Source: an optimization exercise on an open RTL-to-GDS flow (aim: small area and few clock cycles per item). Production flows keep margins and buffers that such runs may drop.
The RTL was checked by simulation tests, not by an equivalence proof against the original design.
Power and IR drop assume default switching activity.

<file path="design/flow/config.mk">
export PLATFORM = sky130hd
export DESIGN_NAME = bucketed_hash_set
export DESIGN_NICKNAME = bucketed_hash_set
export VERILOG_FILES = /design/flow/design.v
export SDC_FILE = /design/flow/constraint.sdc
export NUM_CORES = 4
export LEC_CHECK = 0
export CAP_MARGIN = 20
export CORE_MARGIN = 2
export CORE_UTILIZATION = 55
export CTS_CLUSTER_DIAMETER = 50
export CTS_CLUSTER_SIZE = 30
export PLACE_DENSITY = 0.7
export SLEW_MARGIN = 20
</file>
<file path="design/flow/run.sh">
#!/bin/bash
# synth_recipe.tcl (not shown) runs the flow's synth.tcl, then flattens the netlist and writes it again
# the make line also repeats each setting of config.mk as NAME=value (left out here)
make -C /OpenROAD-flow-scripts/flow DESIGN_CONFIG=/design/flow/config.mk WORK_HOME=/design/flow/orfs CLKGATE_MAP_FILE= SYNTH_SCRIPT=/design/flow/synth_recipe.tcl finish
</file>
<file path="design/flow/constraint.sdc">
create_clock -name core_clock -period 10.0 [get_ports {i_clk}]
set_input_delay 2.0000 -clock core_clock [delete_from_list [all_inputs] [get_ports {i_clk}]]
set_output_delay 2.0000 -clock core_clock [all_outputs]
set_load 0.01 [all_outputs]
</file>
<file path="design/flow/design.v">
`timescale 1ns / 1ps
package bhs_pkg;
    localparam int DEF_BUCKET_COUNT     = 10;
    localparam int DEF_SLOTS_PER_BUCKET = 8;
    localparam int KEY_W = 31;
    localparam int CMD_W = 2;
    localparam int STS_W = 2;
    localparam logic [CMD_W-1:0] CMD_FIND   = 2'd0;
    localparam logic [CMD_W-1:0] CMD_INSERT = 2'd1;
    localparam logic [CMD_W-1:0] CMD_DELETE = 2'd2;
    localparam logic [STS_W-1:0] ST_OK   = 2'd0;
    localparam logic [STS_W-1:0] ST_MISS = 2'd1;
    localparam logic [STS_W-1:0] ST_FULL = 2'd2;
    typedef struct packed {
        logic [STS_W-1:0] status;
        logic             row_we;
    } t_upd_ctl;
    typedef enum logic {
        CLR_SWEEP,
        CLR_DONE
    } t_clr_state;
endpackage
`timescale 1ns / 1ps
import bhs_pkg::*;
module bhs_bucket_calc #(
    parameter int BUCKET_COUNT = DEF_BUCKET_COUNT
) (
    input  logic [KEY_W-1:0]        i_key,
    output logic [BUCKET_COUNT-1:0] o_bucket_sel,
    output logic [KEY_W-4:0]        o_code
);
    logic [29:0] w_x;
    logic [6:0]  w_sum;
    logic [4:0]  w_fold;
    logic [2:0]  w_c;
    assign w_x = i_key[30:1];
    assign w_sum = 7'(w_x[3:0])   + 7'(w_x[7:4])   + 7'(w_x[11:8])  + 7'(w_x[15:12]) +
                   7'(w_x[19:16]) + 7'(w_x[23:20]) + 7'(w_x[27:24]) + 7'(w_x[29:28]);
    assign w_fold = 5'(w_sum[6:4]) + 5'(w_sum[3:0]);
    always_comb begin
        case (w_fold)
            5'd0, 5'd5, 5'd10, 5'd15, 5'd20: w_c = 3'd0;
            5'd1, 5'd6, 5'd11, 5'd16, 5'd21: w_c = 3'd1;
            5'd2, 5'd7, 5'd12, 5'd17:        w_c = 3'd2;
            5'd3, 5'd8, 5'd13, 5'd18:        w_c = 3'd3;
            default:                         w_c = 3'd4;
        endcase
    end
    assign o_code = i_key[30:3];
    always_comb begin
        logic [BUCKET_COUNT-1:0] v_sel;
        v_sel = '0;
        for (int b = 0; b < BUCKET_COUNT; b++) begin
            v_sel[b] = (b == 2 * int'(w_c) + int'(i_key[0]));
        end
        o_bucket_sel = v_sel;
    end
endmodule
`timescale 1ns / 1ps
import bhs_pkg::*;
module bhs_row_store #(
    parameter int BUCKET_COUNT     = DEF_BUCKET_COUNT,
    parameter int SLOTS_PER_BUCKET = DEF_SLOTS_PER_BUCKET
) (
    input  logic                                  i_clk,
    input  logic                                  i_rst_n,
    input  logic [BUCKET_COUNT-1:0]               i_bucket_sel,
    input  logic                                  i_clr_en,
    input  logic [SLOTS_PER_BUCKET-1:0]           i_clr,
    input  logic [BUCKET_COUNT-1:0]               i_fill,
    input  logic [KEY_W-4:0]                      i_fill_code,
    output logic [SLOTS_PER_BUCKET*(KEY_W-3)-1:0] o_rd_codes,
    output logic [SLOTS_PER_BUCKET-1:0]           o_rd_valid,
    output logic [BUCKET_COUNT-1:0]               o_port_free
);
    localparam int CODE_W = KEY_W - 3;
    localparam int LAST   = SLOTS_PER_BUCKET - 1;
    logic [CODE_W-1:0]           r_code  [BUCKET_COUNT][SLOTS_PER_BUCKET];
    logic [SLOTS_PER_BUCKET-1:0] r_valid [BUCKET_COUNT];
    always_ff @(posedge i_clk) begin
        for (int b = 0; b < BUCKET_COUNT; b++) begin
            r_code[b][0] <= i_fill[b] ? i_fill_code : r_code[b][LAST];
            for (int s = 1; s < SLOTS_PER_BUCKET; s++) begin
                r_code[b][s] <= r_code[b][s-1];
            end
        end
    end
    always_ff @(posedge i_clk) begin
        for (int b = 0; b < BUCKET_COUNT; b++) begin
            r_valid[b][0] <= i_rst_n && (i_fill[b] ||
                             (r_valid[b][LAST] && !(i_clr_en && i_bucket_sel[b] && i_clr[LAST])));
            for (int s = 1; s < SLOTS_PER_BUCKET; s++) begin
                r_valid[b][s] <= i_rst_n && r_valid[b][s-1] &&
                                 !(i_clr_en && i_bucket_sel[b] && i_clr[s-1]);
            end
        end
    end
    always_comb begin
        logic [BUCKET_COUNT-1:0] v_free;
        for (int b = 0; b < BUCKET_COUNT; b++) begin
            v_free[b] = !r_valid[b][LAST];
        end
        o_port_free = v_free;
    end
    always_comb begin
        logic [SLOTS_PER_BUCKET*CODE_W-1:0] v_rd;
        logic [SLOTS_PER_BUCKET-1:0]        v_vd;
        v_rd = '0;
        v_vd = '0;
        for (int b = 0; b < BUCKET_COUNT; b++) begin
            for (int s = 0; s < SLOTS_PER_BUCKET; s++) begin
                v_rd[s*CODE_W +: CODE_W] = v_rd[s*CODE_W +: CODE_W] |
                    (r_code[b][s] & {CODE_W{i_bucket_sel[b]}});
            end
            v_vd = v_vd | (r_valid[b] & {SLOTS_PER_BUCKET{i_bucket_sel[b]}});
        end
        o_rd_codes = v_rd;
        o_rd_valid = v_vd;
    end
endmodule
`timescale 1ns / 1ps
import bhs_pkg::*;
module bhs_update #(
    parameter int SLOTS_PER_BUCKET = DEF_SLOTS_PER_BUCKET
) (
    input  logic [CMD_W-1:0]                      i_cmd,
    input  logic [KEY_W-4:0]                      i_code,
    input  logic [SLOTS_PER_BUCKET*(KEY_W-3)-1:0] i_row_codes,
    input  logic [SLOTS_PER_BUCKET-1:0]           i_row_valid,
    input  logic                                  i_pend_row,
    input  logic                                  i_pend_hit,
    output logic [STS_W-1:0]                      o_status,
    output logic                                  o_add,
    output logic                                  o_del_pend,
    output logic [SLOTS_PER_BUCKET-1:0]           o_clr
);
    localparam int CODE_W = KEY_W - 3;
    logic [SLOTS_PER_BUCKET-1:0] w_hit;
    logic                        w_hit_row;
    logic                        w_hit_any;
    logic [SLOTS_PER_BUCKET-1:0] w_free;
    logic                        w_one_free;
    logic                        w_full;
    always_comb begin
        for (int s = 0; s < SLOTS_PER_BUCKET; s++) begin
            w_hit[s] = i_row_valid[s] && (i_row_codes[s*CODE_W +: CODE_W] == i_code);
        end
    end
    assign w_hit_row = |w_hit;
    assign w_hit_any = w_hit_row || i_pend_hit;
    assign w_free     = ~i_row_valid;
    assign w_one_free = (|w_free) && ((w_free & (w_free - SLOTS_PER_BUCKET'(1))) == '0);
    assign w_full = (&i_row_valid) || (i_pend_row && w_one_free);
    always_comb begin
        o_status   = ST_MISS;
        o_add      = 1'b0;
        o_del_pend = 1'b0;
        o_clr      = '0;
        case (i_cmd)
            CMD_FIND: begin
                o_status = w_hit_any ? ST_OK : ST_MISS;
            end
            CMD_INSERT: begin
                if (w_hit_any) begin
                    o_status = ST_MISS;
                end else if (w_full) begin
                    o_status = ST_FULL;
                end else begin
                    o_status = ST_OK;
                    o_add    = 1'b1;
                end
            end
            CMD_DELETE: begin
                if (w_hit_any) begin
                    o_status   = ST_OK;
                    o_clr      = w_hit;
                    o_del_pend = i_pend_hit;
                end
            end
            default: begin
                o_status = ST_MISS;
            end
        endcase
    end
endmodule
`timescale 1ns / 1ps
import bhs_pkg::*;
module bucketed_hash_set #(
    parameter int BUCKET_COUNT     = DEF_BUCKET_COUNT,
    parameter int SLOTS_PER_BUCKET = DEF_SLOTS_PER_BUCKET
) (
    input  logic      i_clk,
    input  logic      i_rst_n,
    input  logic             i_req_valid,
    output logic             o_req_ready,
    input  logic [CMD_W-1:0] i_req_command,
    input  logic [KEY_W-1:0] i_req_key,
    output logic             o_rsp_valid,
    input  logic             i_rsp_ready,
    output logic [STS_W-1:0] o_rsp_status
);
    localparam int CODE_W = KEY_W - 3;
    logic                                  r_v;
    logic [CMD_W-1:0]                      r_cmd;
    logic [BUCKET_COUNT-1:0]               r_sel;
    logic [CODE_W-1:0]                     r_code;
    logic                                  r_pend_v;
    logic [BUCKET_COUNT-1:0]               r_pend_sel;
    logic [CODE_W-1:0]                     r_pend_code;
    logic                                  r_out_v;
    logic [STS_W-1:0]                      r_out_status;
    logic [BUCKET_COUNT-1:0]               w_sel;
    logic [CODE_W-1:0]                     w_code;
    logic [SLOTS_PER_BUCKET*CODE_W-1:0]    w_row;
    logic [SLOTS_PER_BUCKET-1:0]           w_row_valid;
    logic [BUCKET_COUNT-1:0]               w_port_free;
    logic                                  w_pend_row;
    logic                                  w_pend_hit;
    logic [STS_W-1:0]                      w_status;
    logic                                  w_add;
    logic                                  w_del_pend;
    logic [SLOTS_PER_BUCKET-1:0]           w_clr;
    logic                                  w_drain;
    logic                                  w_direct;
    logic                                  w_stall;
    logic                                  w_go;
    logic                                  w_done;
    logic                                  w_load_pend;
    logic [BUCKET_COUNT-1:0]               w_fill;
    logic [CODE_W-1:0]                     w_fill_code;
    assign o_req_ready = !r_v || w_done;
    bhs_bucket_calc #(
        .BUCKET_COUNT (BUCKET_COUNT)
    ) u_calc (
        .i_key        (i_req_key),
        .o_bucket_sel (w_sel),
        .o_code       (w_code)
    );
    always_ff @(posedge i_clk) begin
        if (!i_rst_n) begin
            r_v <= 1'b0;
        end else if (o_req_ready) begin
            r_v <= i_req_valid;
        end
    end
    always_ff @(posedge i_clk) begin
        if (i_req_valid && o_req_ready) begin
            r_cmd  <= i_req_command;
            r_sel  <= w_sel;
            r_code <= w_code;
        end
    end
    bhs_row_store #(
        .BUCKET_COUNT     (BUCKET_COUNT),
        .SLOTS_PER_BUCKET (SLOTS_PER_BUCKET)
    ) u_store (
        .i_clk        (i_clk),
        .i_rst_n      (i_rst_n),
        .i_bucket_sel (r_sel),
        .i_clr_en     (w_done),
        .i_clr        (w_clr),
        .i_fill       (w_fill),
        .i_fill_code  (w_fill_code),
        .o_rd_codes   (w_row),
        .o_rd_valid   (w_row_valid),
        .o_port_free  (w_port_free)
    );
    assign w_pend_row = r_pend_v && |(r_pend_sel & r_sel);
    assign w_pend_hit = w_pend_row && (r_pend_code == r_code);
    bhs_update #(
        .SLOTS_PER_BUCKET (SLOTS_PER_BUCKET)
    ) u_update (
        .i_cmd       (r_cmd),
        .i_code      (r_code),
        .i_row_codes (w_row),
        .i_row_valid (w_row_valid),
        .i_pend_row  (w_pend_row),
        .i_pend_hit  (w_pend_hit),
        .o_status    (w_status),
        .o_add       (w_add),
        .o_del_pend  (w_del_pend),
        .o_clr       (w_clr)
    );
    assign w_go = r_v && (!r_out_v || i_rsp_ready);
    assign w_drain = r_pend_v && |(r_pend_sel & w_port_free) && !(w_go && w_del_pend);
    assign w_direct    = !w_drain && !w_pend_row && !w_row_valid[SLOTS_PER_BUCKET-1];
    assign w_stall     = w_add && !w_direct && r_pend_v && !w_drain;
    assign w_done      = w_go && !w_stall;
    assign w_load_pend = w_done && w_add && !w_direct;
    assign w_fill      = w_drain ? r_pend_sel : ((w_done && w_add && w_direct) ? r_sel : '0);
    assign w_fill_code = w_drain ? r_pend_code : r_code;
    always_ff @(posedge i_clk) begin
        if (!i_rst_n) begin
            r_pend_v <= 1'b0;
        end else if (w_load_pend) begin
            r_pend_v <= 1'b1;
        end else if (w_drain || (w_done && w_del_pend)) begin
            r_pend_v <= 1'b0;
        end
    end
    always_ff @(posedge i_clk) begin
        if (w_load_pend) begin
            r_pend_sel  <= r_sel;
            r_pend_code <= r_code;
        end
    end
    always_ff @(posedge i_clk) begin
        if (!i_rst_n) begin
            r_out_v <= 1'b0;
        end else begin
            r_out_v <= w_done || (r_out_v && !i_rsp_ready);
        end
    end
    always_ff @(posedge i_clk) begin
        if (w_done) begin
            r_out_status <= w_status;
        end
    end
    assign o_rsp_valid  = r_out_v;
    assign o_rsp_status = r_out_status;
endmodule
</file>
==> impl_results.md, run 1 <==
* CP Cell Sequence: buf_4 -> buf_4 -> a221oi_2 -> nand4_1 -> xor2_1 -> nor3_1 -> nor4b_1 -> nand4_1 -> o2111ai_1 -> nor4_2 -> o21ai_0 -> clkdlybuf4s50_1
* Antenna-violating nets left at 0
* Max FO, Critical Path at 34
* Placed cells at 7049
* PwrDens at 330 mW/mm²
* CTS resizes at 0
* EDFF count, synth at 80
* WL final at 225000 µm
* DR iter-0 viols at 5790
* Layout cells sized above 1 at 12.9%
* Slowest stage delay, CP at 0.94 ns
* Yosys warns at 6
* I/O Buffers at 40
* Longest Clk Path Bufs at 3
* First-pass GRT wire length at 321000 µm
* Final setup viols at 0
* DRC violation count after routing at 0
* Overflow after GRT at 0
* MaxCap Viol Count at 0
* Max-slew headroom at 18.0%
* Max-slew violations at 0
* Async SR Flop Fraction at 0%
* FF+latch count, synth at 2403
* Hold_buf cts at 0
* Initial Util at 55.4%
* Leak Pwr at 0.0303 µW
* Post-Route Setup TNS at 0 ns
* Wire per inst at 30.7 µm
* Crit path DAT at 6.12 ns
* Row count at 133
* Die Area at 0.136 mm²
* Crit. End Element: output port
* RSZ-0062 raised after global routing: no
* Area leader, netlist: dfxtp_1
* Syn_nets at 5607
* HP Class: flip-flop to flip-flop
* Vias after detailed routing at 47336
* Power Total at 26400 µW
* Cell Area, Synth at 0.0730 mm²
* Yosys top cell area share at 63.7%
* Max frequency at 0.123 GHz
* Final hold vios at 0
* Routability Congestion at 1.06
* CP Data Required Time at 8.00 ns
* Drt via density at 6.45
* Crit-path slowest cell: edfxtp_1
* Slew @ Worst Pin at 1.22 ns
* Status: timing/DRC/antenna clean
* Avg Inst Size Synth at 13.2 µm²
* Post-synthesis cell count at 5533
* Register area share after synthesis at 67.0%
* Setup Skew at 0.0596 ns
* Leading post-synthesis cells by cell area: dfxtp_1 (64%), a22oi_1 (7.2%), edfxtp_1 (3.3%)
* CTS Root Cell: clkbuf_16
* Post-CTS setup buffer count at 0
* WS Path Type: flip-flop to output port
* Cell family with most CP delay: buffers and inverters
* Final non-filler cell total at 7335
* Largest net degree at the start of global routing at 122
* Number of global-route vias before repair at 45819
* Antenna violations before repair at 7
* Netlist cell types at 76
* Die width at 368 µm
* Startpoint types: flip-flop
* Worst path bufs/invs at 3
* Period minus WS final at 8.12 ns
* Area of the core at 0.132 mm²
* Total CTS buffers at 152
* I/O pin cnt at 41
* Top FF cell, synth: dfxtp_1
* Clock Latency Late Sink at 0.83 ns
* Detailed placement HPWL at 153000 µm
* Reg clk slew, reported paths at 0.10 ns
* CTS sink count at 2403
* Period utilization at 81.2%
* H-tree depth at 4
* CTS tree: yes
* Gr usage total at 32.4%
* Peak supply drop at 0.473 mV
* DR pass1 iterations at 8
* Area delta synth->final at 9.78%
* Die H at 368 µm
* Layout Nets at 5524
-- cells in the mapped netlist (all sizes together) (2+ instances only) --
cell type / n
fa: 20
or3: 4
edfxtp: 80
xnor2: 35
ha: 17
o21ai: 16
buf: 296
o221a: 2
dfxtp: 2323
a22o: 238
o211ai: 10
nand2: 127
xor2: 78
a22oi: 704
nor4: 67
inv: 54
or4: 12
a21oi: 102
nor3: 20
nand3: 142
nand4: 163
and4b: 3
nor2b: 4
nand2b: 7
a21o: 106
a31oi: 30
clkbuf: 70
nor4bb: 2
o31a: 6
nand4b: 22
a221oi: 226
o22ai: 5
and4: 6
a32oi: 10
mux2: 307
o2111ai: 4
and3: 160
nor2: 34
-- per-layer routing --
metal | up-vias | part of all wire (%) | GRT usage, %
li1 | 20649 | - | -
met3 | 526 | 10 | 8.42
met4 | 8 | 5.4 | 15.4
met5 | - | 0.022 | 0
met2 | 2548 | 43 | 48.4
met1 | 23605 | 41 | 43.8
-- cells by family after synthesis --
| logic type | count (synthesis) | share of synthesized area (%) |
|---|---|---|
| flops | 2403 | 67.0 |
| compound gates | 1471 | 15.9 |
| simple gates | 780 | 6.16 |
| buf+inv | 421 | 3.43 |
| mux | 308 | 5.23 |
| xor+xnor | 113 | 1.36 |
| fa+ha+maj | 37 | 0.840 |
-- sequential cells by signal, indices dropped and copies added, names as in the netlist --
signal,cells
r_pend_v,1
r_cmd,2
u_store.r_valid,80
r_sel,10
r_pend_code,28
u_store.r_code,2240
r_out_status,2
r_v,1
r_out_v,1
r_code,28
r_pend_sel,10
-- layout make-up --
type | instances | area (µm²)
Fill cell | 10135 | 51500
Sequential cell | 2403 | 48900
Multi-Input combinational cell | 2709 | 21700
Clock buffer | 172 | 4100
Tap cell | 1755 | 2200
Clock inverter | 111 | 1600
Timing Repair Buffer | 129 | 1360
Inverter | 55 | 206
Antenna cell | 1 | 2.50
-- stage by stage --
stage          setup WS (ns)  cell area [µm²]  hold slack, ns  util [%]
2_1_floorplan           2.50            73000           0.331         -
3_3_place_gp            1.77            74300           0.332      56.4
3_5_place_dp            1.66            74400           0.336      56.5
4_1_cts                 2.05            80100           0.324      60.8
5_1_grt                 1.86            80100           0.319      60.8
6_report                1.88            80100           0.325      60.9
-- report_power, final --
group	internal [µW]	switching, µW	total [µW]
Sequential	11000	930	12000
Combinational	2130	5200	7330
Clock	3340	3770	7100
Total	16500	9900	26400
-- path summary, 6_finish.rpt --
check / from / endpoint / slack, ns / cells past startpoint
max reg2reg: r_sel[6] / u_store.r_code[16][0] / 3.19 / 13
min reg2reg: u_store.r_code[70][27] / u_store.r_code[71][27] / 0.32 / 0
max: r_sel[6] / o_req_ready / 1.88 / 12
min: u_store.r_code[70][27] / u_store.r_code[71][27] / 0.32 / 0
-- placed cells by master (no fill, tap or decap), types with 80 or more instances in the layout --
| cell | count |
|---|---|
| clkbuf_16 | 159 |
| a221oi_1 | 191 |
| a22oi_1 | 703 |
| edfxtp_1 | 80 |
| dfxtp_1 | 2323 |
| nand2_1 | 127 |
| a22o_1 | 238 |
| nand3_1 | 142 |
| mux2_4 | 90 |
| nand4_1 | 161 |
| and3_1 | 160 |
| a21o_1 | 106 |
| a21oi_1 | 102 |
| mux2_2 | 192 |
Testbench counts, summed over its fixed seeds: cycles 24,552, items 24,000.
==> run 2: changes to the inputs <==
--- a/design/flow/config.mk
+++ b/design/flow/config.mk
@@ -8,7 +8,4 @@
 export CAP_MARGIN = 20
 export CORE_MARGIN = 2
-export CORE_UTILIZATION = 55
-export CTS_CLUSTER_DIAMETER = 50
-export CTS_CLUSTER_SIZE = 30
-export PLACE_DENSITY = 0.7
+export CORE_UTILIZATION = 40
 export SLEW_MARGIN = 20
==> run 2 against run 1 <==
Net effect:
- highest routed layer unchanged
- synthesized cell count unchanged
- clock skew barely moved
- sequential share of layout area shrank 1.9 points
- cell count increased by 10%
- sequential power about the same
==> impl_results.md, run 2 <==
* Async SR Flop Fraction at 0%
* CP Data Required Time at 8.00 ns
* Die width at 431 µm
* Vias after detailed routing at 47322
* Routability Congestion at 0.990
* Slowest stage delay, CP at 1.19 ns
* Most numerous cell on the critical path: or4_1
* Area leader, netlist: dfxtp_1
* Top FF cell, synth: dfxtp_1
* Row count at 156
* Gr usage total at 25.0%
* Longest Clk Path Bufs at 3
* Period minus WS final at 7.96 ns
* Syn_nets at 5607
* DRC violation count after routing at 0
* Top-count cell post-synth: dfxtp_1
* Wire per inst at 29.4 µm
* Register area share after synthesis at 67.0%
* DR iter-0 viols at 5214
* Number of global-route vias before repair at 46586
* Crit. End Element: output port
* I/O Buffers at 40
* Hold_buf cts at 0
* MaxCap Viol Count at 0
* Post-synthesis cell count at 5533
* Netlist cell types at 76
* Cell family with most CP delay: simple AND/OR/NAND/NOR gates
* Max FO, Critical Path at 74
* Max-slew headroom at 16.6%
* Max frequency at 0.126 GHz
* CP Cell Sequence: buf_12 -> a22oi_1 -> and3_1 -> nand3_1 -> nand4b_1 -> or4_1 -> or4_1 -> o2111a_1 -> nand2_1 -> nor4_2 -> buf_4 -> o21ai_0 -> clkdlybuf4s50_1
* Largest net degree at the start of global routing at 97
* WS Path Type: flip-flop to output port
* First-pass GRT wire length at 339000 µm
* Leading post-synthesis cells by cell area: dfxtp_1 (64%), a22oi_1 (7.2%), edfxtp_1 (3.3%)
* Final hold vios at 0
* Peak supply drop at 0.296 mV
* Setup Skew at 0.0601 ns
* Post-CTS setup buffer count at 0
* Combinational share of power at 26.8%
* Antenna-violating nets left at 0
* Initial Util at 40.3%
* Switching share of power at 35.7%
* H-tree depth at 4
* CTS resizes at 0
* Pint at 18100 µW
* Top cells by count, synth: dfxtp_1 (2323), a22oi_1 (703), a22o_1 (238), buf_2 (194), mux2_2 (192)
* I/O pin cnt at 41
* Post-Route Setup TNS at 0 ns
* Most frequent cells in the layout: dfxtp_1 (2323), a22oi_1 (703), a22o_1 (238), clkbuf_16 (228), mux2_2 (192)
* Final Core Density at 45.7%
* Crit-path slowest cell: edfxtp_1
* Max-slew violations at 0
* Total CTS buffers at 221
* Part of the power in the clock network at 30.3%
* Cell Area, Synth at 0.0730 mm²
* FF+latch count, synth at 2403
* Hold Slack at 0.317 ns
* Final setup viols at 0
* Die H at 431 µm
* Max FFs per register at 2240
* Slew @ Worst Pin at 1.25 ns
* DR pass1 iterations at 8
* Clock Latency Late Sink at 0.89 ns
* Yosys warns at 6
* HP Class: flip-flop to flip-flop
* Leak Pwr at 0.0312 µW
* Worst path bufs/invs at 3
* CTS Root Cell: clkbuf_16
* WL final at 238000 µm
* Period utilization at 79.6%
* Antenna violations before repair at 7
* CTS tree: yes
* Most common library cell in the layout ignoring fill and taps: dfxtp_1
* Largest registers: u_store.r_code: 2240 flops, u_store.r_valid: 80 flops
* Avg Inst Size Synth at 13.2 µm²
* Seq pwr share at 42.8%
* Crit path DAT at 5.96 ns
* Most flop-heavy register: u_store.r_code
* PwrDens at 340 mW/mm²
* Yosys top cell area share at 63.7%
* Detailed placement HPWL at 162000 µm
* EDFF count, synth at 80
* Layout Nets at 5607
* Die Area at 0.186 mm²
* Area delta synth->final at 13.4%
* Overflow after GRT at 0
* CTS sink count at 2403
* Startpoint types: flip-flop
* Drt via density at 5.85
* Status: timing/DRC/antenna clean
* P_sw at 10000 µW
* RSZ-0062 raised after global routing: no
* Reg clk slew, reported paths at 0.06 ns
* Layout cells sized above 1 at 14.3%
* Area of the core at 0.181 mm²
[run 2: cell types whose count changed in the layout (fill, tap and decap cells not counted), moves of 7 or more]
cell / before / now
clkbuf_1: 6 / 49
clkinv_2: 4 / 45
clkbuf_8: 7 / 40
clkinv_8: 30 / 2
clkinvlp_4: 3 / 10
bufinv_16: 3 / 12
clkbuf_16: 159 / 228
inv_6: 19 / 10
buf_4: 66 / 78
inv_12: 22 / 0
inv_8: 12 / 1
[run 2: metal layers]
metal	up-vias	routed length, µm	GRT usage [%]
li1	20847	-	-
met1	23872	102000	33.9
met2	2123	105000	38.4
met3	476	19200	5.09
met4	4	11600	11.2
met5	-	26	0
[run 2: final timing paths]
check / startpoint / to / slack, ns / cells after the start
hold / removal: u_store.r_code[28][7] / u_store.r_code[29][7] / 0.32 / 0
setup / recovery: r_sel[2] / o_req_ready / 2.04 / 13
setup reg to reg: r_sel[5] / u_store.r_code[56][7] / 3.19 / 13
hold reg to reg: u_store.r_code[28][7] / u_store.r_code[29][7] / 0.32 / 0
[run 2: stage by stage]
stage          area, µm²  total power, µW  cells  setup slack [ns]
6_report           82700            28100   8094              2.04
5_1_grt            82700            29000   8090              2.04
4_1_cts            82700            27900   8088              2.11
3_5_place_dp       75300            19500   7679              1.67
3_3_place_gp       75300            19500   7679              1.74
2_1_floorplan      73000            16400   5533              2.50
[run 2: final cells by class]
class	instances	area [µm²]
inverters	55	206
clock inverters	92	1000
repair buffers	143	1470
clock buffers	317	6440
well taps	2370	2970
diodes	5	12.5
multi-input cells	2709	21700
flip-flops and latches	2403	48900
fillers	15979	98200
[run 2: worst reg2reg max path, cell delays in order (launching register included)]
cell	delay, ns
edfxtp_1	1.13
buf_12	0.40
buf_4	0.39
a22oi_1	0.13
nand4_1	0.18
xor2_1	0.26
or4_1	0.55
nor4_1	0.80
a41o_1	0.36
nor4_4	0.05
buf_4	0.25
a32oi_4	1.00
buf_4	0.69
mux2_2	0.48
[run 2: cell families after synthesis]
| group | synth area share, % |
|---|---|
| buf+inv | 3.43 |
| flops | 67.0 |
| xor+xnor | 1.36 |
| mux | 5.23 |
| fa+ha+maj | 0.840 |
| compound gates | 15.9 |
| simple gates | 6.16 |
[run 2: power groups by stage]
stage	clock (µW)	sequential (µW)	combinational, µW
2_1_floorplan	0	11700	4660
3_3_place_gp	0	12200	7300
3_5_place_dp	0	12200	7320
4_1_cts	8590	12000	7360
5_1_grt	9000	12100	7830
6_report	8520	12000	7540
==> run 3: changes to the inputs <==
--- a/design/flow/config.mk
+++ b/design/flow/config.mk
@@ -9,3 +9,5 @@
 export CORE_MARGIN = 2
 export CORE_UTILIZATION = 40
+export CTS_CLUSTER_DIAMETER = 65
+export CTS_CLUSTER_SIZE = 32
 export SLEW_MARGIN = 20
==> run 3 against run 2 <==
Net effect:
- largest power group unchanged
- largest cell class unchanged
- core utilization shrank 1.6 points
- sequential share of layout area grew 2.2 points
- area after synthesis is the same
- sequential cell count is the same
- die area is the same
- critical path depth is the same
==> impl_results.md, run 3 <==
* Largest net degree at the start of global routing at 97
* Most flop-heavy register: u_store.r_code
* Overflow after GRT at 0
* Antenna violations before repair at 8
* Max FO, Critical Path at 74
* Final hold vios at 0
* Yosys warns at 6
* Final setup viols at 0
* WS Path Type: flip-flop to output port
* Status: timing/DRC/antenna clean
* Max FFs per register at 2240
* Max frequency at 0.126 GHz
* Period minus WS final at 7.94 ns
* Gr usage total at 24.5%
* Post-synthesis cell count at 5533
* MaxCap Viol Count at 0
* Row count at 156
* Combinational share of power at 29.2%
* Die H at 431 µm
* CP Cell Sequence: buf_12 -> a22oi_1 -> and3_1 -> nand3_1 -> nand4b_1 -> or4_1 -> or4_1 -> o2111a_1 -> nand2_1 -> nor4_2 -> buf_4 -> o21ai_0 -> clkdlybuf4s50_1
* Register area share after synthesis at 67.0%
* Top cells by count, synth: dfxtp_1 (2323), a22oi_1 (703), a22o_1 (238), buf_2 (194), mux2_2 (192)
* Crit path DAT at 5.94 ns
* Cell Area, Synth at 0.0730 mm²
* Largest registers: u_store.r_code: 2240 flops, u_store.r_valid: 80 flops
* Top-count cell post-synth: dfxtp_1
* I/O pin cnt at 41
* Seq pwr share at 46.7%
* Crit-path slowest cell: edfxtp_1
* H-tree depth at 3
* Post-CTS setup buffer count at 0
* Die width at 431 µm
* Avg Inst Size Synth at 13.2 µm²
* CP Data Required Time at 8.00 ns
* Layout cells sized above 1 at 12.1%
* HP Class: flip-flop to flip-flop
* Max-slew violations at 0
* Clock Latency Late Sink at 0.82 ns
* CTS resizes at 0
* Pre-CTS WS at 1.67 ns
* Yosys top cell area share at 63.7%
* I/O Buffers at 40
* DRC violation count after routing at 0
* CTS tree: yes
* Antenna-violating nets left at 0
* Peak supply drop at 0.256 mV
* Final worst slack at 2.06 ns
* Reg clk slew, reported paths at 0.11 ns
* Setup Skew at 0.0621 ns
* Async SR Flop Fraction at 0%
* Number of global-route vias before repair at 45416
* Slowest stage delay, CP at 1.17 ns
* CTS sink count at 2403
* FF+latch count, synth at 2403
* Leading post-synthesis cells by cell area: dfxtp_1 (64%), a22oi_1 (7.2%), edfxtp_1 (3.3%)
* RSZ-0062 raised after global routing: no
* Syn_nets at 5607
* DR pass1 iterations at 8
* PwrDens at 322 mW/mm²
* Area delta synth->final at 9.39%
* Vias after detailed routing at 46668
* Drt via density at 5.91
* First-pass GRT wire length at 333000 µm
* Area of the core at 0.181 mm²
* Total CTS buffers at 117
* Most numerous cell on the critical path: or4_1
* P_sw at 9840 µW
* DR iter-0 viols at 5101
* Post-Route Setup TNS at 0 ns
* Top FF cell, synth: dfxtp_1
* Longest Clk Path Bufs at 3
* Period utilization at 79.4%
* EDFF count, synth at 80
* Hold Slack at 0.323 ns
* Pint at 15900 µW
* Cell family with most CP delay: simple AND/OR/NAND/NOR gates
* Slew @ Worst Pin at 1.22 ns
* Final Core Density at 44.1%
* CTS Root Cell: clkbuf_16
* Placed cells at 7679
* Most common library cell in the layout ignoring fill and taps: dfxtp_1
* Switching share of power at 38.2%
* Most frequent cells in the layout: dfxtp_1 (2323), a22oi_1 (703), a22o_1 (238), mux2_2 (192), a221oi_1 (191)
* Wire per inst at 29.8 µm
* Routability Congestion at 0.990
* Leak Pwr at 0.0298 µW
* Initial Util at 40.3%
* WL final at 235000 µm
* Netlist cell types at 76
* Startpoint types: flip-flop
* Detailed placement HPWL at 162000 µm
* Layout Nets at 5503
* Worst path bufs/invs at 3
* Die Area at 0.186 mm²
* Hold_buf cts at 0
* Part of the power in the clock network at 24.0%
* Final non-filler cell total at 7897
* Max-slew headroom at 18.7%
* Crit. End Element: output port
* Area leader, netlist: dfxtp_1
[run 3: cell counts after synthesis]
Identical to the previous run, type by type.
[run 3: stage by stage]
stage | instance area (µm²) | power, µW
floorplan | 73000 | 16400
global placement | 75300 | 19500
detailed placement | 75300 | 19500
CTS | 79800 | 25600
global route | 79800 | 26500
finish | 79800 | 25700
[run 3: power by group through the flow]
stage / sequential (µW) / clock, µW / combinational [µW]
floorplan: 11700 / 0 / 4660
global placement: 12200 / 0 / 7300
detailed placement: 12200 / 0 / 7320
CTS: 12000 / 6220 / 7360
global route: 12100 / 6590 / 7820
finish: 12000 / 6180 / 7520
[run 3: worst paths after layout]
path,start,endpoint,slack [ns],cells after the start
min,u_store.r_code[27][0],u_store.r_code[28][0],0.32,0
max reg2reg,r_sel[5],u_store.r_code[56][8],3.29,14
max,r_sel[2],o_req_ready,2.06,13
min reg2reg,u_store.r_code[27][0],u_store.r_code[28][0],0.32,0
[run 3: cell type report]
| cell class | instances | area (µm²) |
|---|---|---|
| Clock buffer | 127 | 3090 |
| Multi-Input combinational cell | 2709 | 21700 |
| Fill cell | 16238 | 101000 |
| Timing Repair Buffer | 143 | 1470 |
| Tap cell | 2370 | 2970 |
| Clock inverter | 88 | 1440 |
| Inverter | 55 | 206 |
| Sequential cell | 2403 | 48900 |
| Antenna cell | 2 | 5.00 |
[run 3: routing by layer]
layer | routed length, µm | global-route usage, % | vias up | share of wire (%)
met1 | 103000 | 34.1 | 23759 | 44
li1 | - | - | 20543 | -
met2 | 104000 | 38.0 | 1985 | 44
met5 | 27 | 0 | - | 0.011
met4 | 10300 | 9.92 | 4 | 4.4
met3 | 17600 | 4.12 | 377 | 7.5
[run 3: cells by family after synthesis]
| group | after synthesis | share of synthesized area, % |
|---|---|---|
| adders and majority gates | 37 | 0.840 |
| AOI/OAI and AO/OA | 1471 | 15.9 |
| muxes | 308 | 5.23 |
| and+or+nand+nor | 780 | 6.16 |
| xor gates and xnor gates | 113 | 1.36 |
| buffers and inverters | 421 | 3.43 |
| DFF | 2403 | 67.0 |
==> run 4: changes to the inputs <==
--- a/design/flow/config.mk
+++ b/design/flow/config.mk
@@ -9,5 +9,5 @@
 export CORE_MARGIN = 2
 export CORE_UTILIZATION = 40
-export CTS_CLUSTER_DIAMETER = 65
-export CTS_CLUSTER_SIZE = 32
+export CTS_CLUSTER_DIAMETER = 60
+export CTS_CLUSTER_SIZE = 26
 export SLEW_MARGIN = 20
==> run 4 against run 3 <==
Net effect:
- still clean on timing, DRC and antenna
- critical path depth is the same
- combinational power is essentially flat
- clock skew shrank 0.021 ns
- sequential cell count is the same
- clock power is essentially flat
- routed wire length grew 0.11%
- synthesized cell count is the same
- power is essentially flat
- critical endpoint unchanged
- largest cell class unchanged
- largest power group unchanged
==> impl_results.md, run 4 <==
* Layout cells sized above 1 at 12.3%
* Final worst slack at 2.09 ns
* CTS sink count at 2403
* Startpoint types: flip-flop
* Initial Util at 40.3%
* DRC violation count after routing at 0
* Reg clk slew, reported paths at 0.09 ns
* Crit. End Element: output port
* I/O Buffers at 40
* Slew @ Worst Pin at 1.18 ns
* Post-Synth Adder-Cell Area at 0.840%
* Vias after detailed routing at 46618
* Post-synthesis cell count at 5533
* Largest registers: u_store.r_code: 2240 flops, u_store.r_valid: 80 flops
* Register area share after synthesis at 67.0%
* Top-count cell post-synth: dfxtp_1
* R2R Path Start: r_sel[5]
* DR pass1 iterations at 6
* Hold_buf cts at 0
* Reg2reg path depth at 14
* FF+latch count, synth at 2403
* Max-slew headroom at 21.5%
* Status: timing/DRC/antenna clean
* Register-to-register path setup slack at 3.26 ns
* Largest net degree at the start of global routing at 97
* Most flop-heavy register: u_store.r_code
* Yosys top cell area share at 63.7%
* Setup Skew at 0.0407 ns
* Max frequency at 0.126 GHz
* Main combinational cell family by area after synthesis: compound AO/OA/AOI/OAI gates
* Max FFs per register at 2240
* Top cells by count, synth: dfxtp_1 (2323), a22oi_1 (703), a22o_1 (238), buf_2 (194), mux2_2 (192)
* Die Area at 0.186 mm²
* RR Endpoint: u_store.r_code[56][10]
* Post-Route Setup TNS at 0 ns
* Leading post-synthesis cells by cell area: dfxtp_1 (64%), a22oi_1 (7.2%), edfxtp_1 (3.3%)
* Final non-filler cell total at 7912
* Power Total at 25700 µW
* Overflow after GRT at 0
* Area of the core at 0.181 mm²
* Most frequent cells in the layout: dfxtp_1 (2323), a22oi_1 (703), a22o_1 (238), mux2_2 (192), a221oi_1 (191)
* Max-slew violations at 0
* Post-CTS setup buffer count at 0
* Period minus WS final at 7.91 ns
* Leak Pwr at 0.0298 µW
* Peak supply drop at 0.267 mV
* Area leader, netlist: dfxtp_1
* Placed cells at 7679
* Synth Area in XOR/XNOR at 1.36%
* Antenna violations before repair at 5
* WS Path Type: flip-flop to output port
* Top FF cell, synth: dfxtp_1
* Final setup viols at 0
* EDFF count, synth at 80
* Synth Area in Compound Gates at 15.9%
* Final hold vios at 0
* HP Class: flip-flop to flip-flop
* Filler cell count at 16254
* Slowest stage delay, CP at 1.13 ns
* Final Core Density at 44.1%
* Detailed placement HPWL at 162000 µm
* First-pass GRT wire length at 334000 µm
* Die H at 431 µm
* Worst hold stages at 0
* Longest Clk Path Bufs at 3
* Period utilization at 79.1%
* DR iter-0 viols at 5018
* MaxCap Viol Count at 0
* Area delta synth->final at 9.33%
* PwrDens at 323 mW/mm²
* Wire per inst at 29.7 µm
* Die width at 431 µm
* Netlist cell types at 76
* Max FO, Critical Path at 51
* Crit path DAT at 5.91 ns
* RSZ-0062 raised after global routing: no
* Syn_nets at 5607
* CP Cell Sequence: buf_12 -> buf_4 -> a22oi_1 -> and3_1 -> nand3_1 -> nand4b_1 -> nor4_1 -> nand4_1 -> o2111ai_1 -> nor4_2 -> buf_4 -> o21ai_0 -> clkdlybuf4s50_1
* Critical hold path startpoint: u_store.r_code[51][6]
* Async SR Flop Fraction at 0%
* H-tree depth at 4
* WHS Endpoint: u_store.r_code[52][6]
* I/O pin cnt at 41
* Post-synthesis mux area share at 5.23%
* CTS resizes at 0
* Yosys warns at 6
* Crit-path slowest cell: edfxtp_1
* WL final at 235000 µm
* CP Data Required Time at 8.00 ns
* Antenna-violating nets left at 0
* Row count at 156
* Cell Area, Synth at 0.0730 mm²
* Most numerous cell on the critical path: buf_4
* Pre-CTS WS at 1.67 ns
* Most common library cell in the layout ignoring fill and taps: dfxtp_1
* Avg Inst Size Synth at 13.2 µm²
* Simple-Gate Fraction of Synth Area at 6.16%
* Routability Congestion at 0.990
* Total CTS buffers at 133
* CTS Root Cell: clkbuf_16
* Drt via density at 5.89
* Gr usage total at 24.7%
* Clock Latency Late Sink at 0.83 ns
* CTS tree: yes
* Layout Nets at 5519
* Number of global-route vias before repair at 45689
==> run 4: routing by layer <==
layer	GRT usage [%]	vias up	share of wire [%]
li1	-	20611	-
met1	33.8	23601	44
met2	37.7	1970	44
met3	4.93	432	7.6
met4	11.0	4	4.9
met5	0	-	0.0098
==> run 4: cells by family after synthesis <==
group,count (synthesis)
AO/OA/AOI/OAI,1471
XOR/XNOR,113
adder cells (fa/ha/maj),37
buffers and inverters,421
flip-flops,2403
multiplexers,308
AND/OR/NAND/NOR,780
==> run 4: worst max path at each step <==
stage | slack (ns) | cells after the start | start | end
after CTS | 2.15 | 13 | r_sel[2] | o_req_ready
after floorplan | 2.50 | 20 | i_req_key[1] | r_sel[7]
final | 2.09 | 13 | r_sel[5] | o_req_ready
after detailed placement | 1.67 | 21 | i_req_key[5] | r_sel[7]
after global placement | 1.74 | 21 | i_req_key[1] | r_sel[7]
after global routing | 2.05 | 14 | r_sel[5] | o_req_ready
==> run 4: final cells by class <==
class / count / area (µm²) / area share (%)
Multi-Input combinational cell: 2709 / 21700 / 27.2
Timing Repair Buffer: 143 / 1470 / 1.84
Antenna cell: 1 / 2.50 / 0.00314
Tap cell: 2370 / 2970 / 3.72
Inverter: 55 / 206 / 0.259
Clock buffer: 154 / 3580 / 4.49
Sequential cell: 2403 / 48900 / 61.3
Clock inverter: 77 / 913 / 1.14
==> run 4: worst max-delay path: cells and delay by family (launching register included) <==
| family | cells | cell delay, ns |
|---|---|---|
| buf+inv | 4 | 1.49 |
| flops | 1 | 1.13 |
| simple gates | 6 | 1.88 |
| compound gates | 3 | 0.56 |
==> run 4: power by group <==
part           total [µW]  internal, µW  switching (µW)  leakage [µW]
clock                6190          2790            3410       0.00219
combinational        7520          2180            5350       0.00791
sequential          12000         11000             971        0.0197
total               25700         16000            9720        0.0298
==> run 4: stage by stage <==
stage	cell area, µm²	hold WS (ns)
2_1_floorplan	73000	0.331
3_5_place_dp	75300	0.336
3_3_place_gp	75300	0.333
4_1_cts	79800	0.332
6_report	79800	0.336
5_1_grt	79800	0.327
==> run 5: changes to the inputs <==
--- a/design/flow/config.mk
+++ b/design/flow/config.mk
@@ -12,2 +12,3 @@
 export CTS_CLUSTER_SIZE = 26
 export SLEW_MARGIN = 20
+export SYNTH_HIERARCHICAL = 1
==> run 5 against run 4 <==
Net effect:
- still clean on timing, DRC and antenna
- sequential cell count is the same
- clock power shrank 4.4%
- non-clock buffer count shrank 8
- clock skew shrank 0.00096 ns
- via count shrank 8.8%
- fmax shrank 5.7%
- worst setup slack lost 0.48 ns
- core utilization shrank 0.21 points
- sequential power grew 4%
==> impl_results.md, run 5 <==
* Status: timing/DRC/antenna clean
* Critical hold path startpoint: u_store.r_code[35][2]
* Crit. End Element: output port
* Top-count cell post-synth: dfxtp_1
* Max-slew violations at 0
* Peak supply drop at 0.469 mV
* Row count at 155
* Routability Congestion at 0.954
* CTS Root Cell: clkbuf_16
* Post-CTS setup buffer count at 0
* PwrDens at 334 mW/mm²
* Largest registers: u_store.r_code: 2240 flops, u_store.r_valid: 80 flops
* Avg Inst Size Synth at 13.7 µm²
* DRC violation count after routing at 0
* Reg clk slew, reported paths at 0.10 ns
* Gr usage total at 21.5%
* Final setup viols at 0
* Crit-path slowest cell: edfxtp_1
* Die width at 428 µm
* Period utilization at 83.9%
* Crit. Startpoint: r_sel[0]
* Max frequency at 0.119 GHz
* Synth Area in XOR/XNOR at 3.16%
* Slowest stage delay, CP at 1.11 ns
* DR pass1 iterations at 7
* CTS tree: yes
* Top FF cell, synth: dfxtp_1
* I/O Buffers at 40
* Clock Latency Late Sink at 0.80 ns
* Longest Clk Path Bufs at 3
* Total CTS buffers at 121
* Cell family with most CP delay: simple AND/OR/NAND/NOR gates
* Placed inst area at 0.0742 mm²
* CP Cell Sequence: buf_4 -> buf_4 -> a22oi_1 -> nand4_1 -> xnor2_1 -> nand4_1 -> nor4_1 -> nand4_1 -> nand3_1 -> nor4_2 -> and2_1 -> and3_1 -> a32oi_1 -> clkdlybuf4s50_1
* Die H at 428 µm
* Leak Pwr at 0.0289 µW
* Cell Area, Synth at 0.0720 mm²
* Yosys top cell area share at 64.6%
* Post-synthesis mux area share at 4.95%
* RSZ-0062 raised after global routing: no
* MaxCap Viol Count at 0
* Antenna violations before repair at 3
* Yosys warns at 12
* Startpoint types: flip-flop
* Final hold vios at 0
* WL final at 204000 µm
* First-pass GRT wire length at 295000 µm
* Slew @ Worst Pin at 1.17 ns
* Wire per inst at 27.0 µm
* Instance count on the critical path at 14
* EDFF count, synth at 80
* Hold Slack at 0.329 ns
* Max-slew headroom at 21.8%
* Detailed placement HPWL at 138000 µm
* Top cells by count, synth: dfxtp_1 (2323), a22oi_1 (704), mux2_2 (308), nand4_1 (279), a22o_1 (235)
* Drt via density at 5.61
* Post-Synth Adder-Cell Area at 0.923%
* WS Path Type: flip-flop to output port
* Vias after detailed routing at 42536
* Layout cells sized above 1 at 15.4%
* Main combinational cell family by area after synthesis: compound AO/OA/AOI/OAI gates
* Layout Nets at 5210
* Most frequent cells in the layout: dfxtp_1 (2323), a22oi_1 (704), mux2_2 (308), nand4_1 (279), a22o_1 (235)
* Area leader, netlist: dfxtp_1
* I/O pin cnt at 41
* Synth Area in Compound Gates at 15.9%
* Post-Route Setup TNS at 0 ns
* Worst path bufs/invs at 3
* Antenna-violating nets left at 0
* Async SR Flop Fraction at 0%
* Post-synthesis cell count at 5261
* Design Area, Final at 0.0784 mm²
* Most common library cell in the layout ignoring fill and taps: dfxtp_1
* CP Data Required Time at 8.00 ns
* Crit path DAT at 6.39 ns
* Hold_buf cts at 0
* Largest net degree at the start of global routing at 109
* Netlist cell types at 61
* Simple-Gate Fraction of Synth Area at 3.72%
* Worst hold stages at 0
* Area delta synth->final at 8.91%
* CTS resizes at 0
* Most flop-heavy register: u_store.r_code
* Most numerous cell on the critical path: nand4_1
* R2R Path Start: r_sel[1]
* Setup Skew at 0.0397 ns
* Area of the core at 0.179 mm²
* HP Class: flip-flop to flip-flop
* Register area share after synthesis at 68.0%
* Overflow after GRT at 0
* Max FFs per register at 2240
* DR iter-0 viols at 3664
* Reg2reg path depth at 16
* Number of global-route vias before repair at 42310
* Period minus WS final at 8.39 ns
* Syn_nets at 5337
* FF+latch count, synth at 2403
* Leading post-synthesis cells by cell area: dfxtp_1 (65%), a22oi_1 (7.3%), mux2_2 (4.8%)
* CTS sink count at 2403
* Initial Util at 40.3%
* H-tree depth at 3
* Die Area at 0.183 mm²
* Max FO, Critical Path at 37
## run 5: cells by family (layout without fill, tap and decap cells)
logic type      count (synthesis)  in the layout
compound gates               1325           1325
xor+xnor                      258            258
fa+ha+maj                      40             40
buf+inv                       452            411
flops                        2403           2403
mux                           317            317
other cells                     0              1
simple gates                  466            466
## run 5: area by class of cell
cell class	instances	area [µm²]
diodes	1	2.50
inverters	67	251
flip-flops and latches	2403	48900
multi-input cells	2406	20800
clock buffers	149	3360
well taps	2355	2950
clock inverters	60	795
repair buffers	135	1310
fillers	16050	100000
## run 5: final timing paths
kind / to / slack (ns)
max: o_req_ready / 1.61
min: u_store.r_code[36][2] / 0.33
max reg2reg: u_store.r_code[72][12] / 2.78
min reg2reg: u_store.r_code[36][2] / 0.33
## run 5: where the power goes
group,internal (µW),switching (µW)
logic,2420,5260
clock network,2670,3250
registers,11400,1120
total,16500,9630
## run 5: through the flow
step	util, %	power [µW]	std cells	setup slack (ns)
after floorplan	-	17200	5261	2.90
after global placement	41.5	20200	7366	2.09
after detailed placement	41.6	20300	7366	2.00
after CTS	43.9	26100	7575	1.72
after global routing	43.9	27100	7575	1.50
final	43.9	26100	7576	1.61
## run 5: per-layer routing
metal | global-route usage, % | part of all wire, %
met1 | 30.8 | 46
met2 | 33.1 | 44
met3 | 3.99 | 6.4
met4 | 6.49 | 3.2
met5 | 0 | 0.0073
==> run 6: changes to the inputs <==
--- a/design/flow/config.mk
+++ b/design/flow/config.mk
@@ -10,5 +10,6 @@
 export CORE_UTILIZATION = 40
 export CTS_CLUSTER_DIAMETER = 60
-export CTS_CLUSTER_SIZE = 26
+export CTS_CLUSTER_SIZE = 38
+export PLACE_DENSITY = 0.88
 export SLEW_MARGIN = 20
 export SYNTH_HIERARCHICAL = 1
==> run 6 against run 5 <==
Net effect:
- still clean on timing, DRC and antenna
- die area did not move
- core utilization fell by 0.11 points
- global-route usage is 1.1 points lower
- non-clock buffer count shrank 22
- hold slack got worse by 0.034 ns
- clock skew grew 0.027 ns
- via count is 5.7% higher
- cell count is 0.38% lower
- sequential power is essentially flat
- critical path depth is 1 lower
- count of clock-buffer cells in the layout is 40 lower
- critical path type unchanged
- largest power group unchanged
==> impl_results.md, run 6 <==
* Hold_buf cts at 0
* Layout cells sized above 1 at 15.2%
* Pre-CTS WS at 1.95 ns
* Period minus WS final at 8.36 ns
* Yosys warns at 12
* RSZ-0062 raised after global routing: no
* Vias after detailed routing at 44962
* Final setup viols at 0
* WS Path Type: flip-flop to output port
* Critical hold path startpoint: u_store.r_code[16][1]
* Area delta synth->final at 8.65%
* Peak supply drop at 0.379 mV
* Max-slew headroom at 18.7%
* Syn_nets at 5337
* Top cells by count, synth: dfxtp_1 (2323), a22oi_1 (704), mux2_2 (308), nand4_1 (279), a22o_1 (235)
* Final non-filler cell total at 7547
* Crit path DAT at 6.36 ns
* H-tree depth at 3
* Yosys top cell area share at 64.6%
* Number of global-route vias before repair at 44859
* Setup Skew at 0.0671 ns
* Most frequent cells in the layout: dfxtp_1 (2323), a22oi_1 (704), mux2_2 (308), nand4_1 (279), a22o_1 (235)
* Async SR Flop Fraction at 0%
* Die H at 428 µm
* WHS Endpoint: u_store.r_code[17][1]
* Antenna-violating nets left at 0
* Total CTS buffers at 106
* Overflow after GRT at 0
* Max FO, Critical Path at 120
* Drt via density at 5.96
* Initial Util at 40.3%
* Leading post-synthesis cells by cell area: dfxtp_1 (65%), a22oi_1 (7.3%), mux2_2 (4.8%)
* Hold Slack at 0.295 ns
* Die Area at 0.183 mm²
* Final Core Density at 43.8%
* Routability Congestion at 0.950
* Reg2reg path depth at 15
* Post-synthesis cell count at 5261
* Max-slew violations at 0
* Gr usage total at 20.5%
* PwrDens at 333 mW/mm²
* Max FFs per register at 2240
* R2R Path Start: r_sel[9]
* Max frequency at 0.120 GHz
* Clock Latency Late Sink at 0.81 ns
* CTS resizes at 0
* CP Data Required Time at 8.00 ns
* HP Class: flip-flop to flip-flop
* FF+latch count, synth at 2403
* Avg Inst Size Synth at 13.7 µm²
* Final worst slack at 1.64 ns
* DR pass1 iterations at 8
* Reg clk slew, reported paths at 0.12 ns
* Placed cells at 7344
* WL final at 197000 µm
* Leak Pwr at 0.0288 µW
* Register area share after synthesis at 68.0%
* CTS sink count at 2403
* Post-CTS setup buffer count at 0
* Largest registers: u_store.r_code: 2240 flops, u_store.r_valid: 80 flops
* Slew @ Worst Pin at 1.21 ns
* CTS tree: yes
* EDFF count, synth at 80
* Longest Clk Path Bufs at 3
* CTS Root Cell: clkbuf_16
* Period utilization at 83.6%
* First-pass GRT wire length at 288000 µm
* Startpoint types: flip-flop
* Most flop-heavy register: u_store.r_code
* Layout Nets at 5173
* Worst hold stages at 0
* Crit. End Element: output port
* MaxCap Viol Count at 0
* Area leader, netlist: dfxtp_1
* Area of the core at 0.179 mm²
* Wire per inst at 26.1 µm
* Status: timing/DRC/antenna clean
* Top-count cell post-synth: dfxtp_1
* I/O pin cnt at 41
* Detailed placement HPWL at 128000 µm
* RR Endpoint: u_store.r_code[56][6]
* Largest net degree at the start of global routing at 124
* Netlist cell types at 61
* Most common library cell in the layout ignoring fill and taps: dfxtp_1
* Antenna violations before repair at 10
* Row count at 155
* I/O Buffers at 40
* Cell Area, Synth at 0.0720 mm²
* Final hold vios at 0
* Top FF cell, synth: dfxtp_1
* Post-Route Setup TNS at 0 ns
* DR iter-0 viols at 5627
* DRC violation count after routing at 0
* Die width at 428 µm
* Register-to-register path setup slack at 2.66 ns
-- run 6: cell counts after synthesis --
No cell type changed its count.
-- run 6: where the power goes --
group	leakage, µW	internal [µW]	switching [µW]
clock network	0.00198	2360	3440
registers	0.0197	11400	1190
logic	0.00710	2410	5260
-- run 6: layout make-up --
type	instances	area, µm²
fill	15009	100000
sequential	2403	48900
multi-input combinational	2406	20800
tap	2355	2950
clock buffer	109	2710
clock inverter	93	1410
timing repair buffer	113	1160
inverter	67	251
antenna	1	2.50
-- run 6: per-layer routing --
metal  GRT usage, %  part of all wire (%)
met5              0                 0.055
met3           5.97                    11
met1           25.4                    38
met2           32.0                    45
met4           11.3                   6.2
-- run 6: critical path: stages, from the launching register on --
cell and delay (ns):
edfxtp_1 0.79, buf_12 0.35, a22oi_1 0.35, nand4_1 0.20
xnor2_1 0.81, nand4_1 0.17, nor4_1 0.67, nand4_1 0.40
nand3_1 0.24, nor4_2 0.08, and2_1 0.19, and3_1 0.25
a32oi_1 0.20, clkdlybuf4s50_1 0.59
-- run 6: worst max path at each step --
stage | slack (ns) | from | endpoint | cells past startpoint
floorplan | 2.90 | i_req_key[2] | r_sel[0] | 20
global placement | 2.16 | i_req_key[2] | r_sel[4] | 21
detailed placement | 1.95 | i_req_key[15] | r_sel[8] | 21
CTS | 2.02 | r_sel[5] | o_req_ready | 13
global route | 1.71 | r_sel[9] | o_req_ready | 13
finish | 1.64 | r_sel[9] | o_req_ready | 13
-- run 6: cells by family (layout without fill, tap and decap cells) --
kind of cell | Yosys count | after routing | share of synthesized area [%]
XOR/XNOR | 258 | 258 | 3.16
buffers and inverters | 452 | 382 | 3.36
multiplexers | 317 | 317 | 4.95
AND/OR/NAND/NOR | 466 | 466 | 3.72
other | 0 | 1 | 0
AO/OA/AOI/OAI | 1325 | 1325 | 15.9
adder cells (fa/ha/maj) | 40 | 40 | 0.923
flip-flops | 2403 | 2403 | 68.0
-- run 6: stage by stage --
step                total power [µW]  instance area (µm²)
finish                         26100                78200
CTS                            25700                78200
floorplan                      17200                72000
global route                   26800                78200
global placement               19500                74100
detailed placement             20000                74100
==> run 7: changes to the inputs <==
--- a/design/flow/config.mk
+++ b/design/flow/config.mk
@@ -9,7 +9,7 @@
 export CORE_MARGIN = 2
 export CORE_UTILIZATION = 40
-export CTS_CLUSTER_DIAMETER = 60
-export CTS_CLUSTER_SIZE = 38
-export PLACE_DENSITY = 0.88
+export CTS_CLUSTER_DIAMETER = 70
+export CTS_CLUSTER_SIZE = 32
+export PLACE_DENSITY = 0.95
 export SLEW_MARGIN = 20
 export SYNTH_HIERARCHICAL = 1
==> run 7 against run 6 <==
Net effect:
- still clean
- cell count is 0.80% lower
- sequential share of layout area is 1.1 points higher
- power is 3.7% lower
- routed wire length is 2.8% higher
- clock skew is 0.013 ns lower
- fmax is 2.4% lower
- critical path depth is 1 higher
- combinational power is 0.8% lower
- core utilization is 0.74 points lower
- sequential cell count stayed put
- global-route usage is 0.58 points higher
- area after synthesis stayed put
- critical endpoint unchanged
- largest cell class unchanged
==> impl_results.md, run 7 <==
* I/O Buffers at 40
* Crit. End Element: output port
* Routability Congestion at 0.997
* WL final at 202000 µm
* Top FF cell, synth: dfxtp_1
* Peak supply drop at 0.400 mV
* Most frequent cells in the layout: dfxtp_1 (2323), a22oi_1 (704), mux2_2 (308), nand4_1 (279), a22o_1 (235)
* Reg clk slew, reported paths at 0.12 ns
* Area of the multi-input gates at 0.0208 mm²
* Met1 usage at 26.0%
* Setup Skew at 0.0538 ns
* RSZ-0062 raised after global routing: no
* I/O pin cnt at 41
* Top Usage Layer GRT: met2
* First-pass GRT wire length at 297000 µm
* P_sw at 9410 µW
* CTS Root Cell: clkbuf_16
* H-tree depth at 3
* Most common library cell in the layout ignoring fill and taps: dfxtp_1
* Largest net degree at the start of global routing at 169
* DR iter-0 viols at 6618
* Filler cell count at 14702
* Top cells by count, synth: dfxtp_1 (2323), a22oi_1 (704), mux2_2 (308), nand4_1 (279), a22o_1 (235)
* Yosys top cell area share at 64.6%
* Overflow after GRT at 0
* Startpoint types: flip-flop
* Main combinational cell family by area after synthesis: compound AO/OA/AOI/OAI gates
* Drt via density at 6.12
* Max frequency at 0.117 GHz
* Antenna violations before repair at 7
* Leak Pwr at 0.0282 µW
* Area of the core at 0.179 mm²
* Most flop-heavy register: u_store.r_code
* Period utilization at 85.7%
* Clock Latency Late Sink at 0.74 ns
* Initial Util at 40.3%
* Syn_nets at 5337
* Max FFs per register at 2240
* DRC violation count after routing at 0
* Row count at 155
* Die width at 428 µm
* Max-slew headroom at 20.9%
* Area delta synth->final at 6.82%
* Final setup viols at 0
* Part of the power in the clock network at 19.2%
* Status: timing/DRC/antenna clean
* WS Path Type: flip-flop to output port
* Yosys warns at 12
* Die H at 428 µm
* CP Data Required Time at 8.00 ns
* Layout Nets at 5156
* Post-Route Setup TNS at 0 ns
* EDFF count, synth at 80
* Avg Inst Size Synth at 13.7 µm²
* MaxCap Viol Count at 0
* CTS sink count at 2403
* Wire per inst at 27.0 µm
* Met3 GRT Util at 5.07%
* Reg area at 0.0489 mm²
* Post-CTS setup buffer count at 0
* Leading post-synthesis cells by cell area: dfxtp_1 (65%), a22oi_1 (7.3%), mux2_2 (4.8%)
* Async SR Flop Fraction at 0%
* Synth Area in XOR/XNOR at 3.16%
* Max FO, Critical Path at 77
* Detailed placement HPWL at 130000 µm
* Seq pwr share at 50.5%
* Simple-Gate Fraction of Synth Area at 3.72%
* Post-synthesis cell count at 5261
* Period minus WS final at 8.57 ns
* Vias after detailed routing at 45819
* Hold_buf cts at 0
* Top-count cell post-synth: dfxtp_1
* Cell Area, Synth at 0.0720 mm²
* Largest registers: u_store.r_code: 2240 flops, u_store.r_valid: 80 flops
* Netlist cell types at 61
* Gr usage total at 21.1%
* PwrDens at 327 mW/mm²
* HP Class: flip-flop to flip-flop
* Met2 Use GR at 33.0%
* Synth Area in Compound Gates at 15.9%
* Post-Synth Adder-Cell Area at 0.923%
* Slew @ Worst Pin at 1.18 ns
* Number of global-route vias before repair at 45867
* Pint at 15700 µW
* Die Area at 0.183 mm²
* Combinational share of power at 30.3%
* Crit path DAT at 6.57 ns
* Register area share after synthesis at 68.0%
* Area leader, netlist: dfxtp_1
* Antenna-violating nets left at 0
* Design Area, Final at 0.0769 mm²
* Layout cells sized above 1 at 14.0%
* Final Core Density at 43.0%
* CTS tree: yes
* Final hold vios at 0
* Placed inst area at 0.0740 mm²
* CTS resizes at 0
* Max-slew violations at 0
* DR pass1 iterations at 8
* Total CTS buffers at 92
* Longest Clk Path Bufs at 3
* Switching share of power at 37.5%
* Post-synthesis mux area share at 4.95%
* FF+latch count, synth at 2403
-- run 7: metal layers --
metal / vias to the layer above / wire, µm
met1: 22747 / 73600
met2: 3112 / 90500
li1: 19112 / -
met5: - / 91
met3: 834 / 22900
met4: 14 / 15400
-- run 7: power by group through the flow --
stage	clock network [µW]	registers [µW]	logic (µW)
3_3_place_gp	0	12600	6850
4_1_cts	4770	12600	7280
3_5_place_dp	0	12800	7170
2_1_floorplan	0	12200	5000
5_1_grt	5100	12800	7820
6_report	4810	12700	7610
-- run 7: area by class of cell --
| cell class | instances | share of cell area [%] |
|---|---|---|
| Multi-Input combinational cell | 2406 | 27.1 |
| Clock inverter | 37 | 0.539 |
| Antenna cell | 1 | 0.00326 |
| Sequential cell | 2403 | 63.6 |
| Inverter | 67 | 0.327 |
| Timing Repair Buffer | 110 | 1.46 |
| Tap cell | 2355 | 3.83 |
| Clock buffer | 108 | 3.15 |
-- run 7: final timing paths --
check                           slack (ns)                   from  cells past startpoint                     to
worst max-delay path                  1.43               r_sel[8]                     14            o_req_ready
worst min-delay path                  0.34  u_store.r_code[8][14]                      0  u_store.r_code[9][14]
worst max register to register        3.02               r_sel[8]                     17  u_store.r_code[64][5]
worst min register to register        0.34  u_store.r_code[8][14]                      0  u_store.r_code[9][14]
-- run 7: critical path, stage by stage (launching register included) --
cell	delay, ns
edfxtp_1	0.85
buf_12	0.43
a22o_1	0.25
a221oi_1	0.37
nand4_1	0.33
xnor2_1	0.89
nand4_1	0.46
nor4_1	0.46
nand4_1	0.22
nand3_1	0.19
nor4_2	0.12
and2_1	0.22
and3_1	0.24
a32oi_1	0.21
clkdlybuf4s50_1	0.56
-- run 7: through the flow --
stage / cells / power [µW] / hold slack (ns) / worst slack (ns)
floorplan: 5261 / 17200 / 0.331 / 2.90
global placement: 7340 / 19500 / 0.332 / 2.16
detailed placement: 7341 / 19900 / 0.336 / 1.94
CTS: 7486 / 24700 / 0.336 / 2.04
global route: 7486 / 25700 / 0.340 / 1.36
finish: 7487 / 25100 / 0.337 / 1.43
-- run 7: logic make-up (layout without fill, tap and decap cells) --
logic type / after synthesis / in the layout
fa+ha+maj: 40 / 40
other cells: 0 / 1
simple gates: 466 / 466
xor+xnor: 258 / 258
mux: 317 / 317
buf+inv: 452 / 322
compound gates: 1325 / 1325
flops: 2403 / 2403
==> run 8: changes to the inputs <==
--- a/design/flow/config.mk
+++ b/design/flow/config.mk
@@ -11,5 +11,4 @@
 export CTS_CLUSTER_DIAMETER = 70
 export CTS_CLUSTER_SIZE = 32
-export PLACE_DENSITY = 0.95
 export SLEW_MARGIN = 20
 export SYNTH_HIERARCHICAL = 1
==> run 8 against run 7 <==
Net effect:
- sequential cell count unchanged
- power grew 3.1%
- clock power increased by 17%
- die area unchanged
- global-route usage is 0.42 points higher
- clock skew decreased by 0.0084 ns
- area after synthesis is the same
- core utilization is 0.67 points higher
- non-clock buffer count up 25
- largest cell class unchanged
==> impl_results.md, run 8 <==
* Register area share after synthesis at 68.0%
* Yosys warns at 12
* Top FF cell, synth: dfxtp_1
* Layout Nets at 5197
* Max FFs per register at 2240
* DRC violation count after routing at 0
* Reg clk slew, reported paths at 0.11 ns
* Crit. End Element: output port
* RSZ-0062 raised after global routing: no
* Period minus WS final at 8.40 ns
* Vias after detailed routing at 42443
* Peak supply drop at 0.482 mV
* MaxCap Viol Count at 0
* Setup Skew at 0.0454 ns
* Layout cells sized above 1 at 15.4%
* I/O pin cnt at 41
* FF+latch count, synth at 2403
* Area delta synth->final at 8.48%
* Max FO, Critical Path at 56
* Die width at 428 µm
* Worst hold stages at 0
* Pre-CTS WS at 2.00 ns
* RR Endpoint: u_store.r_code[48][12]
* Post-CTS setup buffer count at 0
* Area leader, netlist: dfxtp_1
* Drt via density at 5.61
* Max frequency at 0.119 GHz
* Final setup viols at 0
* Gr usage total at 21.5%
* Max-slew violations at 0
* Largest net degree at the start of global routing at 109
* Overflow after GRT at 0
* Leak Pwr at 0.0288 µW
* Initial Util at 40.3%
* Die Area at 0.183 mm²
* Longest Clk Path Bufs at 3
* Top cells by count, synth: dfxtp_1 (2323), a22oi_1 (704), mux2_2 (308), nand4_1 (279), a22o_1 (235)
* Area of the core at 0.179 mm²
* Startpoint types: flip-flop
* Most frequent cells in the layout: dfxtp_1 (2323), a22oi_1 (704), mux2_2 (308), nand4_1 (279), a22o_1 (235)
* Avg Inst Size Synth at 13.7 µm²
* Most common library cell in the layout ignoring fill and taps: dfxtp_1
* Syn_nets at 5337
* CTS resizes at 0
* Async SR Flop Fraction at 0%
* Hold_buf cts at 0
* Wire per inst at 26.9 µm
* H-tree depth at 3
* Die H at 428 µm
* CP Data Required Time at 8.00 ns
* Largest registers: u_store.r_code: 2240 flops, u_store.r_valid: 80 flops
* I/O Buffers at 40
* Slew @ Worst Pin at 1.11 ns
* Worst setup path end: o_req_ready
* DR pass1 iterations at 6
* Antenna-violating nets left at 0
* Row count at 155
* DR iter-0 viols at 3894
* PwrDens at 332 mW/mm²
* Total CTS buffers at 108
* CTS tree: yes
* Hold Slack at 0.330 ns
* CTS Root Cell: clkbuf_16
* EDFF count, synth at 80
* Yosys top cell area share at 64.6%
* Final non-filler cell total at 7562
* Post-synthesis cell count at 5261
* WS Path Type: flip-flop to output port
* Netlist cell types at 61
* Number of global-route vias before repair at 41976
* Crit path DAT at 6.40 ns
* Cell Area, Synth at 0.0720 mm²
* Final worst slack at 1.60 ns
* Post-Route Setup TNS at 0 ns
* Status: timing/DRC/antenna clean
* Max-slew headroom at 25.9%
* Placed cells at 7366
* Antenna violations before repair at 4
* R2R Path Start: r_sel[1]
* HP Class: flip-flop to flip-flop
* Top-count cell post-synth: dfxtp_1
* Clock Latency Late Sink at 0.79 ns
* Most flop-heavy register: u_store.r_code
* Reg2reg path depth at 16
* WL final at 204000 µm
* Crit. Startpoint: r_sel[0]
* Leading post-synthesis cells by cell area: dfxtp_1 (65%), a22oi_1 (7.3%), mux2_2 (4.8%)
* First-pass GRT wire length at 295000 µm
* CTS sink count at 2403
* Period utilization at 84.0%
* Routability Congestion at 0.954
* Register-to-register path setup slack at 2.82 ns
* Final hold vios at 0
* Detailed placement HPWL at 138000 µm
## run 8: cell counts after synthesis
Identical to the previous run, type by type.
## run 8: area by class of cell
type,instances,area (µm²)
well taps,2355,2950
inverters,67,251
flip-flops and latches,2403,48900
fillers,16080,101000
diodes,1,2.50
multi-input cells,2406,20800
repair buffers,135,1310
clock buffers,121,2890
clock inverters,74,960
## run 8: worst max-delay path, stage by stage, from the launching register on
cell and delay, ns:
edfxtp_1 0.85, buf_12 0.40, a221oi_2 0.31, nand4_1 0.19
xnor2_1 0.76, nand4_1 0.44, nor4_1 0.64, nand4_1 0.25
nand3_1 0.27, nor4_2 0.12, and2_1 0.20, and3_1 0.24
a32oi_1 0.25, clkdlybuf4s50_1 0.58
## run 8: where the power goes
part	switching (µW)	internal, µW
sequential	1120	11400
combinational	5270	2420
clock	3300	2340
## run 8: layer usage
layer	GRT usage, %	share of wire [%]	up-vias	routed length [µm]
met2	33.0	44	1356	90500
met3	3.28	5.9	273	12000
met1	31.3	47	21554	95500
met4	5.91	2.8	4	5620
met5	0	0.015	-	31
li1	-	-	19256	-
## run 8: per-stage QoR
| stage | instance area (µm²) | util [%] | total power (µW) |
|---|---|---|---|
| after detailed placement | 74200 | 41.6 | 20300 |
| after global routing | 78100 | 43.7 | 26900 |
| after floorplan | 72000 | - | 17200 |
| final | 78100 | 43.7 | 25900 |
| after CTS | 78100 | 43.7 | 25800 |
| after global placement | 74200 | 41.5 | 20200 |
## run 8: kinds of logic after synthesis
group | after synthesis | synth area share [%]
buf+inv | 452 | 3.36
mux | 317 | 4.95
compound gates | 1325 | 15.9
flops | 2403 | 68.0
simple gates | 466 | 3.72
xor+xnor | 258 | 3.16
fa+ha+maj | 40 | 0.923
## run 8: worst min-delay path by stage
stage	from	endpoint
2_1_floorplan	u_store.r_code[9][1]	u_store.r_code[10][1]
4_1_cts	u_store.r_code[74][0]	u_store.r_code[75][0]
5_1_grt	u_store.r_code[25][12]	u_store.r_code[26][12]
3_3_place_gp	u_store.r_code[21][19]	u_store.r_code[22][19]
3_5_place_dp	u_store.r_code[52][12]	u_store.r_code[53][12]
6_report	u_store.r_code[74][0]	u_store.r_code[75][0]

Re-timed with assumed drivers on the ports (clkbuf_16 on the clock, buf_2 on other inputs), run 8 has 1.524 ns of setup slack against 1.605 ns with ideal ports, and 1.971 ns once port delays also move by the mid clock arrival of 0.845 ns.
